What follows belongs to an exercise in optimizing a design on an open flow for small area, a short achievable clock period and few clock cycles per item; a production flow would make more cautious choices.
Function was not checked in any run shown here: the RTL went through the layout flow alone.

## flow/design.v (module list and top-level ports; edited modules follow where they fit)
// module window_fetch: 39 lines
// module conv_fa: 10 lines
// module conv_mac_k0: 296 lines
// module conv_mac_k1: 294 lines
// module max_pool: 26 lines
// module layer_ctrl: 132 lines
// module conv_top: 82 lines
module conv_top
#(
    parameter int IMG_BITS = 6    
) (
    input  wire               clk,
    input  wire               rst,
    input  wire               ready,
    input  conv_pkg::pix_t         idata,
    input  conv_pkg::pix_t         cdata_rd,
    output logic              busy,
    output logic              cwr,
    output logic              crd,
    output logic [conv_pkg::ADDR_W-1:0] iaddr,
    output logic [conv_pkg::ADDR_W-1:0] caddr_wr,
    output logic [conv_pkg::ADDR_W-1:0] caddr_rd,
    output conv_pkg::pix_t              cdata_wr,
    output logic [2:0]        csel
);
  // ...
==> flow/flow/run.sh <==
#!/bin/bash
# The standard layout (the standard.sh, unchanged synthesis and steps),
# with ORFS's repair_timing asked to reach a setup slack of 8.8 ns.
# The SDC and clock period are the standard flow's own.
set -euo pipefail
bash standard.sh SETUP_SLACK_MARGIN=8.8 finish > standard_run.log 2>&1
==> flow/standard.sh <==
#!/bin/bash
# synth_recipe.tcl (not shown) runs the flow's synth.tcl, then flattens the netlist and writes it again
# the make line also repeats each setting of config.mk as NAME=value (left out here)
make -C /OpenROAD-flow-scripts/flow DESIGN_CONFIG=/design/flow/config.mk WORK_HOME=/design/flow/orfs CLKGATE_MAP_FILE= SYNTH_SCRIPT=/design/flow/synth_recipe.tcl "${@:-finish}"
==> flow/config.mk <==
export PLATFORM = sky130hd
export DESIGN_NAME = conv_top
export DESIGN_NICKNAME = conv_top
export VERILOG_FILES = /design/flow/design.v
export SDC_FILE = /design/flow/constraint.sdc
export NUM_CORES = 4
export LEC_CHECK = 0
export CAP_MARGIN = 20
export CORE_MARGIN = 2
export CORE_UTILIZATION = 65
export CTS_CLUSTER_DIAMETER = 200
export CTS_CLUSTER_SIZE = 20
export SLEW_MARGIN = 20
export SYNTH_HIERARCHICAL = 1
export SYNTH_MINIMUM_KEEP_SIZE = 0
==> flow/constraint.sdc <==
create_clock -name core_clock -period 12.5 [get_ports {clk}]
set_input_delay 2.5000 -clock core_clock [delete_from_list [all_inputs] [get_ports {clk}]]
set_output_delay 2.5000 -clock core_clock [all_outputs]
set_load 0.01 [all_outputs]
==> impl_results.md, run 1 <==
* Placement Cell Area at ~42000 um^2
* Post-layout util at 0.699
* Slew Viols, Final at 0
* Overflow after GRT at 0
* Critical R2R Launch: u_window_fetch.s0[10]
* Worst rel slew slack at 0.282
* Top cell category: multi-input combinational cells
* Commonest non-fill, non-tap cell in the layout: fa_1
* Synthesized area per cell at around 14 um^2
* Worst slack at placement at 7880 ps
* Yosys warns at 19
* Fraction of area in registers at 0.340
* N_diodes at 0
* Multi-input gates at 1783
* Cells after Synth at just over 3000
* First-pass GRT wire length at approximately 160000 um
* Starting Density at 0.658
* R2r setup slk at 8850 ps
* CTS Buffer Depth at 3
* Hold Path Origin: u_window_fetch.s0[13]
* Max reg flops at 100
* Setup violators final at 0
* Die area at between 60000 and 70000 um^2
* Outcome: no timing/DRC/antenna violations
* Layout cells sized above 1 at 0.147
* Fin crit period at 3660 ps
* Nonclk inv count at 350
* Total Routing Usage GR at 0.329
* Required time worst endpoint at 10000 ps
* Crit Path Max Fanout at 1
==> run 2, diff against run 1 <==
--- a/flow/config.mk
+++ b/flow/config.mk
@@ -7,7 +7,7 @@
 export LEC_CHECK = 0
 export CAP_MARGIN = 20
 export CORE_MARGIN = 2
-export CORE_UTILIZATION = 65
+export CORE_UTILIZATION = 45
 export CTS_CLUSTER_DIAMETER = 200
 export CTS_CLUSTER_SIZE = 20
 export SLEW_MARGIN = 20
==> run 2 against run 1 <==
Net effect:
- largest cell class unchanged
- core utilization is 21 points lower
- non-clock buffer count up 1
- synthesized cell count is the same
- sequential cell count unchanged
==> impl_results.md, run 2 <==
* Crit path depth at 12 (was 1)
* Final hold vios at 0 (unchanged)
* Layout cells sized above 1 at 0.174 (was 0.147)
* Critical path launch point type: flip-flop (unchanged)
* WHS Path Cells at 0 (unchanged)
* Port buffer count at 70 (unchanged)
* Largest net degree at the start of global routing at 70 (unchanged)
* Required time worst endpoint at 12980 ps (was 10000 ps)
* Worst Tran Pin Value at 932 ps (was 1080 ps)
* Setup TNS at 0 ps (unchanged)
* Number of remaining DRC errors at 0 (unchanged)
* Crit. Startpoint: u_layer_ctrl.ph[0] (was u_layer_ctrl.csel[0])
* Routability cong. at 0.959 (was 0.978)
* R2R depth at 12 (was 6)
* Vias at 22100 (about the same)
* Antenna violations before repair at 2 (was 1)
* Tcrit/Tclk final at 0.296 (was 0.293)
* Final clock skew at 60.0 ps (was 37.8 ps)
* Worst Setup EP: u_layer_ctrl.wdata[8] (was csel[0])
* R2r setup slk at 8800 ps (was 8850 ps)
* Area grow syn2layout at 8.06% (was 6.20%)
* DR top layer: met5 (unchanged)
* RSZ-0062 raised after global routing: yes (unchanged)
* Vias/cell at 5.24 (was 5.70)
* Commonest cells after routing, fill and taps aside: fa_1 (837), dfxtp_1 (534), inv_1 (347) (was fa_1 (842), dfxtp_1 (544), inv_1 (348))
* First-pass GRT wire length at 159000 um (was 156000 um)
* Commonest non-fill, non-tap cell in the layout: fa_1 (unchanged)
* Setup violators final at 0 (unchanged)
* Total Routing Usage GR at 0.230 (was 0.329)
* Hold Path Origin: u_window_fetch.s3[16] (was u_window_fetch.s0[13])
* # IOs at 105 (unchanged)
* DRT antenna net count at 0 (unchanged)
* Met2 wire len at 50700 um (was 49000 um)
* Rows at 111 (was 92)
* Synthesized area per cell at 13.8 um^2 (unchanged)
* Worst rel slew slack at 0.379 (was 0.282)
* Top cell family by delay on the critical path: compound AO/OA/AOI/OAI gates (was flip-flops)
* Crit Path Max Fanout at 24 (was 1)
* FMAX at 270 MHz (was 273 MHz)
* Routed WL at 106000 um (was 104000 um)
* Die height at 308 um (was 257 um)
* Crit path buf inv count at 3 (was 1)
* # Max-Cap Violations at 0 (unchanged)
* Starting Density at 0.453 (was 0.658)
* Max reg flops at 100 (unchanged)
* CTS tree: built (unchanged)
* Wire per inst at 25.2 um (was 26.8 um)
* Clock sinks at 710 (unchanged)
* R2r endpoint: u_layer_ctrl.wdata[8] (was u_mac_k0_top.acc_c[13])
* Cells after Synth at 3017 (unchanged)
* Vias in the first global route at 25300 (was 24900)
* Slew Viols, Final at 0 (unchanged)
* Die area at 94700 um^2 (was 65900 um^2)
* Min-Delay Path Class: reg -> reg (unchanged)
* Core Area at 91500 um^2 (was 63100 um^2)
* Clock Latency Late Sink at 630 ps (was 620 ps)
* Final Cell Area at 44900 um^2 (was 44100 um^2)
* Yosys warns at 19 (unchanged)
* Crit path kind: reg -> reg (was reg -> out)
* Met1 WL at 43200 um (was 41300 um)
* Overflow after GRT at 0 (unchanged)
* Router iterations before antenna repair at 5 (unchanged)
* CTS Buffer Depth at 3 (unchanged)
* DR iter-0 viols at 1576 (was 1639)
* Die width at 308 um (was 257 um)
* Crit end category: flip-flop (was output pin)
* Netlist Area Pre-Place at 41500 um^2 (unchanged)
* CP max stage delay at 550 ps (was 320 ps)
* Fin crit period at 3700 ps (was 3660 ps)
* CTS Buf Count at 41 (unchanged)
* Met3 WL post-DR at 7410 um (was 8100 um)
* Nets at 4037 (was 4036)
* Hold_buf cts at 0 (unchanged)
* Largest Register: u_window_fetch.s1 (unchanged)
* Worst Path Arrival at 4180 ps (was 1160 ps)
* Critical Path, Cell by Cell: buf_12 -> bufbuf_16 -> a22oi_2 -> nand2_2 -> ha_4 -> a21o_1 -> a211oi_2 -> or4b_4 -> and2_4 -> a311oi_4 -> clkbuf_16 -> o22ai_1 (was clkdlybuf4s15_1)
* Post-DP HPWL at 79200 um (was 78000 um)
* Placement Cell Area at 42600 um^2 (was 42200 um^2)
* Clock transition at path regs at 90 ps (was 100 ps)
* Root Driver: clkbuf_16 (unchanged)
* Critical R2R Launch: u_layer_ctrl.ph[0] (was u_window_fetch.s0[10])
* Largest regs: u_window_fetch.s1 x100, u_window_fetch.s0 x96, u_window_fetch.s2 x96 (unchanged)
* H-tree depth at 2 (unchanged)
* Slowest library cell on the worst path: a311oi_4 (was dfxtp_1)
* Outcome: no timing/DRC/antenna violations (unchanged)
## run 2: per-stage QoR
| stage | utilization | hold WS, ps | worst slack [ps] | instances |
|---|---|---|---|---|
| 2_1_floorplan | - | 310 | 8810 | 3036 |
| 3_3_place_gp | 0.465 | 310 | 7800 | 4112 |
| 3_5_place_dp | 0.465 | 312 | 7770 | 4112 |
| 4_1_cts | 0.485 | 304 | 8800 | 4205 |
| 5_1_grt | 0.490 | 302 | 8760 | 4215 |
| 6_report | 0.490 | 310 | 8800 | 4216 |
## run 2: what timing repair did
| item | in CTS | in global routing |
|---|---|---|
| endpoints found under the setup margin | 182 | 104 |
| pin swaps | 1 | 24 |
| cloned | 5 | 5 |
| gates resized for setup | 298 | 142 |
| buffers inserted | 35 | 5 |
## run 2: worst register-to-register path, stage by stage, from the launching register on
cell and delay (ps):
dfxtp_4 370, buf_12 140, bufbuf_16 320, a22oi_2 410
nand2_2 130, ha_4 190, a21o_1 170, a211oi_2 220
or4b_4 530, and2_4 180, a311oi_4 550, clkbuf_16 270
o22ai_1 80
## run 2: routing by layer
metal / global-route usage / up-vias
met5: 0 / -
met3: 0.0573 / 189
li1: - / 9337
met4: 0.0938 / 4
met1: 0.298 / 11800
met2: 0.373 / 726
## run 2: worst min-delay path by stage
| stage | endpoint | slack (ps) |
|---|---|---|
| global route | u_window_fetch.s3[12] | 300 |
| floorplan | u_window_fetch.s0[10] | 310 |
| CTS | u_window_fetch.s3[12] | 300 |
| detailed placement | u_window_fetch.s0[28] | 310 |
| finish | u_window_fetch.s3[12] | 310 |
| global placement | u_window_fetch.s3[33] | 310 |
## run 2: area by class of cell
| cell class | count | area, um^2 |
|---|---|---|
| clock buffer | 49 | 1060 |
| clock inverter | 4 | 91.3 |
| timing repair buffer | 133 | 1290 |
| sequential | 710 | 15000 |
| antenna | 1 | 2.50 |
| inverter | 350 | 1320 |
| multi-input combinational | 1783 | 24600 |
| fill | 7808 | 46700 |
| tap | 1186 | 1480 |
==> run 3, diff against run 2 <==
--- a/flow/config.mk
+++ b/flow/config.mk
@@ -7,9 +7,9 @@
 export LEC_CHECK = 0
 export CAP_MARGIN = 20
 export CORE_MARGIN = 2
-export CORE_UTILIZATION = 45
+export CORE_UTILIZATION = 55
 export CTS_CLUSTER_DIAMETER = 200
-export CTS_CLUSTER_SIZE = 20
+export CTS_CLUSTER_SIZE = 15
 export SLEW_MARGIN = 20
 export SYNTH_HIERARCHICAL = 1
 export SYNTH_MINIMUM_KEEP_SIZE = 0
==> run 3 against run 2 <==
Net effect:
- via count shrank 0.48%
- critical path depth shrank 5
- design area fell by 0.85%
- hold slack worse by 13 ps
- sequential share of layout area is 0.33 points higher
- fmax is 0.48% higher
- setup slack gained 18 ps
- first-iteration DRC count is 0.32% higher
- non-clock buffer count decreased by 9
- die area shrank 18%
- wire length fell by 0.40%
==> impl_results.md, run 3 <==
* Outcome: no timing/DRC/antenna violations (unchanged)
* Setup TNS at 0 ps (unchanged)
* First-pass GRT wire length at 160000 um (was 159000 um)
* Commonest cells after routing, fill and taps aside: fa_1 (835), dfxtp_1 (539), inv_1 (348) (was fa_1 (837), dfxtp_1 (534), inv_1 (347))
* Cells after Synth at 3017 (unchanged)
* Post-DP HPWL at 79400 um (was 79200 um)
* Required time worst endpoint at 13030 ps (was 12980 ps)
* Antenna violations before repair at 2 (unchanged)
* Critical path launch point type: flip-flop (unchanged)
* Number of remaining DRC errors at 0 (unchanged)
* Vias at 22000 (was 22100)
* Worst Hold Slack at 297 ps (was 310 ps)
* Yosys warns at 19 (unchanged)
* Max reg flops at 100 (unchanged)
* # Max-Cap Violations at 0 (unchanged)
* Worst Tran Pin Value at 1050 ps (was 932 ps)
* Layout cells sized above 1 at 0.155 (was 0.174)
* Crit end category: flip-flop (unchanged)
* Commonest non-fill, non-tap cell in the layout: fa_1 (unchanged)
* Min-Delay Path Class: reg -> reg (unchanged)
* Largest net degree at the start of global routing at 61 (was 70)
* Rows at 100 (was 111)
* N_diodes at 0 (was 1)
* CTS Buf Count at 53 (was 41)
* Worst Path Arrival at 4220 ps (was 4180 ps)
* Nets at 4040 (was 4037)
* Die height at 279 um (was 308 um)
* Hold Path Origin: u_window_fetch.s2[20] (was u_window_fetch.s3[16])
* Critical R2R Launch: u_window_fetch.s2[16] (was u_layer_ctrl.ph[0])
* Vias/cell at 5.50 (was 5.24)
* Largest regs: u_window_fetch.s1 x100, u_window_fetch.s0 x96, u_window_fetch.s2 x96 (unchanged)
* CTS Buffer Depth at 3 (unchanged)
* Clock Latency Late Sink at 660 ps (was 630 ps)
* Tcrit/Tclk final at 0.295 (was 0.296)
* FMAX at 272 MHz (was 270 MHz)
* Crit Path Max Fanout at 7 (was 24)
* Area grow syn2layout at 7.14% (was 8.06%)
* DR iter-0 viols at 1581 (was 1576)
* Router iterations before antenna repair at 8 (was 5)
* Root Driver: clkbuf_16 (unchanged)
* DRT antenna net count at 0 (unchanged)
* Vias in the first global route at 25000 (was 25300)
* Setup violators final at 0 (unchanged)
* Clock transition at path regs at 90 ps (about the same)
* Crit path kind: reg -> reg (unchanged)
* Wire per inst at 26.5 um (was 25.2 um)
* # IOs at 105 (unchanged)
* Final hold vios at 0 (unchanged)
* Slew Viols, Final at 0 (unchanged)
* Die area at 77700 um^2 (was 94700 um^2)
* Total Routing Usage GR at 0.285 (was 0.230)
* Fin crit period at 3680 ps (was 3700 ps)
* Crit. Startpoint: u_window_fetch.s2[16] (was u_layer_ctrl.ph[0])
* Port buffer count at 70 (unchanged)
* RSZ-0062 raised after global routing: yes (unchanged)
* Synthesized area per cell at 13.8 um^2 (unchanged)
* Routed WL at 106000 um (about the same)
* Final clock skew at 56.0 ps (was 60.0 ps)
* Routability cong. at 0.957 (was 0.959)
* Netlist Area Pre-Place at 41500 um^2 (unchanged)
* CTS tree: built (unchanged)
* Starting Density at 0.557 (was 0.453)
* Largest Register: u_window_fetch.s1 (unchanged)
* Placement Cell Area at 42300 um^2 (was 42600 um^2)
* Post-layout util at 0.596 (was 0.490)
* Final Cell Area at 44500 um^2 (was 44900 um^2)
* Overflow after GRT at 0 (unchanged)
* Worst rel slew slack at 0.300 (was 0.379)
* Core Area at 74600 um^2 (was 91500 um^2)
* Die width at 279 um (was 308 um)
* H-tree depth at 2 (unchanged)
* Clock sinks at 710 (unchanged)
## run 3: cell count changes in the layout (fill, tap and decap cells not counted), moves of 3 or more
cell	change
nand2_1	+5
nand2_2	-5
and2_1	+3
buf_6	-3
dfxtp_1	+5
dfxtp_4	+10
clkbuf_16	+10
clkdlybuf4s15_2	-3
a22oi_1	+31
a22oi_2	-31
ha_4	-5
ha_2	-5
ha_1	+10
dfxtp_2	-15
## run 3: worst paths after layout
kind	endpoint	slack [ps]	cells past startpoint
max in group asynchronous	u_layer_ctrl.busy	10360	2
min in group asynchronous	u_layer_ctrl.cwr	2010	2
setup / recovery	u_mac_k0_top.acc_c[13]	8820	7
hold / removal	u_window_fetch.s2[16]	300	0
setup reg to reg	u_mac_k0_top.acc_c[13]	8820	7
hold reg to reg	u_window_fetch.s2[16]	300	0
## run 3: layout make-up
type	count	area (um^2)
inverters	350	1320
clock inverters	4	101
clock buffers	62	1360
repair buffers	124	1130
fillers	5904	30100
multi-input cells	1783	24300
flip-flops and latches	710	15000
well taps	969	1210
## run 3: timing repair
item                       4_1_cts  5_1_grt
setup buffers                   29        4
setup endpoints to repair      179       80
hold buffers                     0        0
pin swaps                        1        6
resized for setup              321       64
gates cloned                     3        2
## run 3: through the flow
step	worst slack [ps]	cells
after detailed placement	7730	3898
after global placement	7790	3898
after CTS	8790	3996
after floorplan	8810	3036
after global routing	8790	4002
final	8820	4002
## run 3: worst max-delay path: stages, from the launching register on
cell and delay (ps):
dfxtp_2 580, inv_1 190, ha_1 340, fa_1 480
fa_1 490, fa_1 460, fa_1 590, fa_1 430
## run 3: layer usage
metal  routed length, um  vias to the layer above  global-route usage
li1                    -                     9339                   -
met1               44300                    11700               0.391
met2               49900                      730               0.452
met3                6990                      208              0.0602
met4                4660                        0               0.109
met5                   0                        -                   0
==> run 4, diff against run 3 <==
--- a/flow/config.mk
+++ b/flow/config.mk
@@ -8,8 +8,8 @@
 export CAP_MARGIN = 20
 export CORE_MARGIN = 2
 export CORE_UTILIZATION = 55
-export CTS_CLUSTER_DIAMETER = 200
-export CTS_CLUSTER_SIZE = 15
+export CTS_CLUSTER_DIAMETER = 100
+export CTS_CLUSTER_SIZE = 20
 export SLEW_MARGIN = 20
 export SYNTH_HIERARCHICAL = 1
 export SYNTH_MINIMUM_KEEP_SIZE = 0
==> run 4 against run 3 <==
Net effect:
- wire length decreased by 0.35%
- synthesized area unchanged
- via count increased by 0.11%
- register-to-register slack about the same
==> impl_results.md, run 4 <==
* Commonest cells after routing, fill and taps aside: fa_1 (843), dfxtp_1 (540), inv_1 (348) (was fa_1 (835), dfxtp_1 (539), inv_1 (348))
* Required time worst endpoint at 13020 ps (was 13030 ps)
* Rows at 100 (unchanged)
* Commonest non-fill, non-tap cell in the layout: fa_1 (unchanged)
* Router iterations before antenna repair at 5 (was 8)
* DRT antenna net count at 0 (unchanged)
* Starting Density at 0.557 (unchanged)
* Die area at 77700 um^2 (unchanged)
* Core Area at 74600 um^2 (unchanged)
* Max reg flops at 100 (unchanged)
* CTS tree: built (unchanged)
* Most used cell, CP: fa_1 (unchanged)
* DR iter-0 viols at 1494 (was 1581)
* Slowest library cell on the worst path: dfxtp_2 (was fa_1)
* Slew Viols, Final at 0 (unchanged)
* Area grow syn2layout at 6.76% (was 7.14%)
* Crit Path Max Fanout at 7 (unchanged)
* Min-Delay Path Class: reg -> reg (unchanged)
* Synthesized area per cell at 13.8 um^2 (unchanged)
* Vias in the first global route at 25000 (about the same)
* Critical R2R Launch: u_window_fetch.s2[16] (unchanged)
* Vias at 22000 (about the same)
* First-pass GRT wire length at 160000 um (about the same)
* Worst Setup EP: u_mac_k0_top.acc_c[13] (unchanged)
* Overflow after GRT at 0 (unchanged)
* Largest regs: u_window_fetch.s1 x100, u_window_fetch.s0 x96, u_window_fetch.s2 x96 (unchanged)
* Worst Path Arrival at 4210 ps (was 4220 ps)
* Routability cong. at 0.957 (unchanged)
* Cells after Synth at 3017 (unchanged)
* FMAX at 271 MHz (was 272 MHz)
* R2r endpoint: u_mac_k0_top.acc_c[13] (unchanged)
* Final clock skew at 31.4 ps (was 56.0 ps)
* Worst Tran Pin Value at 1090 ps (was 1050 ps)
* Port buffer count at 70 (unchanged)
* Netlist Area Pre-Place at 41500 um^2 (unchanged)
* Vias/cell at 5.50 (about the same)
* Worst rel slew slack at 0.275 (was 0.300)
* Clock Latency Late Sink at 640 ps (was 660 ps)
* Post-DP HPWL at 79400 um (unchanged)
* RSZ-0062 raised after global routing: no (was yes)
* Routed WL at 106000 um (about the same)
* CTS Buf Count at 44 (was 53)
* R2R depth at 7 (unchanged)
* Critical Path, Cell by Cell: inv_1 -> ha_1 -> fa_1 -> fa_1 -> fa_1 -> fa_1 -> fa_1 (unchanged)
* H-tree depth at 2 (unchanged)
* Crit end category: flip-flop (unchanged)
* Crit path kind: reg -> reg (unchanged)
* Critical path launch point type: flip-flop (unchanged)
* Antenna violations before repair at 2 (unchanged)
* Crit. Startpoint: u_window_fetch.s2[16] (unchanged)
* R2r setup slk at 8810 ps (was 8820 ps)
* Setup violators final at 0 (unchanged)
* CTS Buffer Depth at 3 (unchanged)
* # Max-Cap Violations at 0 (unchanged)
* Fin crit period at 3690 ps (was 3680 ps)
* CP max stage delay at 590 ps (about the same)
* Layout cells sized above 1 at 0.152 (was 0.155)
* Clock transition at path regs at 80 ps (was 90 ps)
* Tcrit/Tclk final at 0.295 (about the same)
* # IOs at 105 (unchanged)
* Number of remaining DRC errors at 0 (unchanged)
* Outcome: no timing/DRC/antenna violations (unchanged)
* Largest net degree at the start of global routing at 61 (unchanged)
* Die width at 279 um (unchanged)
* Clock sinks at 710 (unchanged)
* Largest Register: u_window_fetch.s1 (unchanged)
* Die height at 279 um (unchanged)
* Yosys warns at 19 (unchanged)
* Total Routing Usage GR at 0.284 (was 0.285)
* Setup TNS at 0 ps (unchanged)
* Root Driver: clkbuf_16 (unchanged)
* Final hold vios at 0 (unchanged)
* Nets at 4032 (was 4040)
* Wire per inst at 26.4 um (was 26.5 um)
==> run 4: worst min-delay path by stage <==
stage,from,end,depth (start not counted)
after detailed placement,u_window_fetch.s3[21],u_window_fetch.s3[17],0
after CTS,u_window_fetch.s0[32],u_window_fetch.s0[28],0
after floorplan,u_window_fetch.s0[14],u_window_fetch.s0[10],0
after global routing,u_window_fetch.s0[32],u_window_fetch.s0[28],0
after global placement,u_window_fetch.s3[20],u_window_fetch.s3[16],0
final,u_window_fetch.s0[35],u_window_fetch.s0[31],0
==> run 4: repair_timing <==
action,4_1_cts,5_1_grt
gates resized for setup,298,63
hold buffers,0,0
pin swaps,1,4
cloned,3,2
setup endpoints to repair,177,103
setup buffers,30,4
==> run 4: routing by layer <==
metal	global-route usage	up-vias	wire, um
met1	0.389	11800	44000
met3	0.0583	187	7030
met4	0.110	0	4700
met5	0	-	0
met2	0.451	703	49800
li1	-	9341	-
==> run 4: final cells by class <==
class	instances	area, um^2
inverters	350	1320
fillers	5905	30300
clock inverters	11	153
repair buffers	125	1160
diodes	1	2.50
flip-flops and latches	710	15000
well taps	969	1210
clock buffers	53	1140
multi-input cells	1783	24300
==> run 4: metrics by stage <==
| stage | worst slack (ps) | cell area, um^2 | utilization | cells | hold slack (ps) |
|---|---|---|---|---|---|
| 6_report | 8810 | 44300 | 0.594 | 4002 | 313 |
| 5_1_grt | 8790 | 44300 | 0.594 | 4001 | 318 |
| 4_1_cts | 8800 | 44100 | 0.592 | 3995 | 314 |
| 3_5_place_dp | 7730 | 42300 | 0.568 | 3898 | 312 |
| 3_3_place_gp | 7790 | 42300 | 0.568 | 3898 | 310 |
| 2_1_floorplan | 8810 | 41600 | - | 3036 | 310 |
==> run 4: worst max-delay path, delay by kind of cell (launching register included) <==
kind	cells	cell delay [ps]
adder cells (fa/ha/maj)	6	2780
flip-flops	1	590
buffers and inverters	1	200

[port drivers added, routing unchanged]
Ports are ideal in the flow. The routed layouts listed here were re-timed in OpenROAD.
Step 1: set_driving_cell puts a clkbuf_16 on clk and a buf_2 on each other input, an assumption about the parent block.
Step 2, shift: input delay + t, output delay - t, t = (earliest + latest rising clock arrival at the registers) / 2. This alone moves slack from input paths to output paths.
a / b / c = ideal / step 1 / step 2; a / b = the first two.
| run | shift t [ns] | setup WS [ns] | clock arrival spread, ns | worst register clock-pin slew, ns | worst slew at a driven data input, ns |
|---|---|---|---|---|---|
| run 1 | 0.665 | 8.841 / 8.778 / 8.846 | 0.039 / 0.039 | 0.10 / 0.10 | 0.03 |
| run 2 | 0.673 | 8.801 / 8.772 / 8.801 | 0.063 / 0.064 | 0.10 / 0.10 | 0.04 |
| run 3 | 0.697 | 8.818 / 8.760 / 8.818 | 0.056 / 0.056 | 0.09 / 0.09 | 0.04 |
| run 4 | 0.694 | 8.811 / 8.773 / 8.811 | 0.034 / 0.034 | 0.09 / 0.09 | 0.04 |
After both steps setup and hold are still met in every run listed.
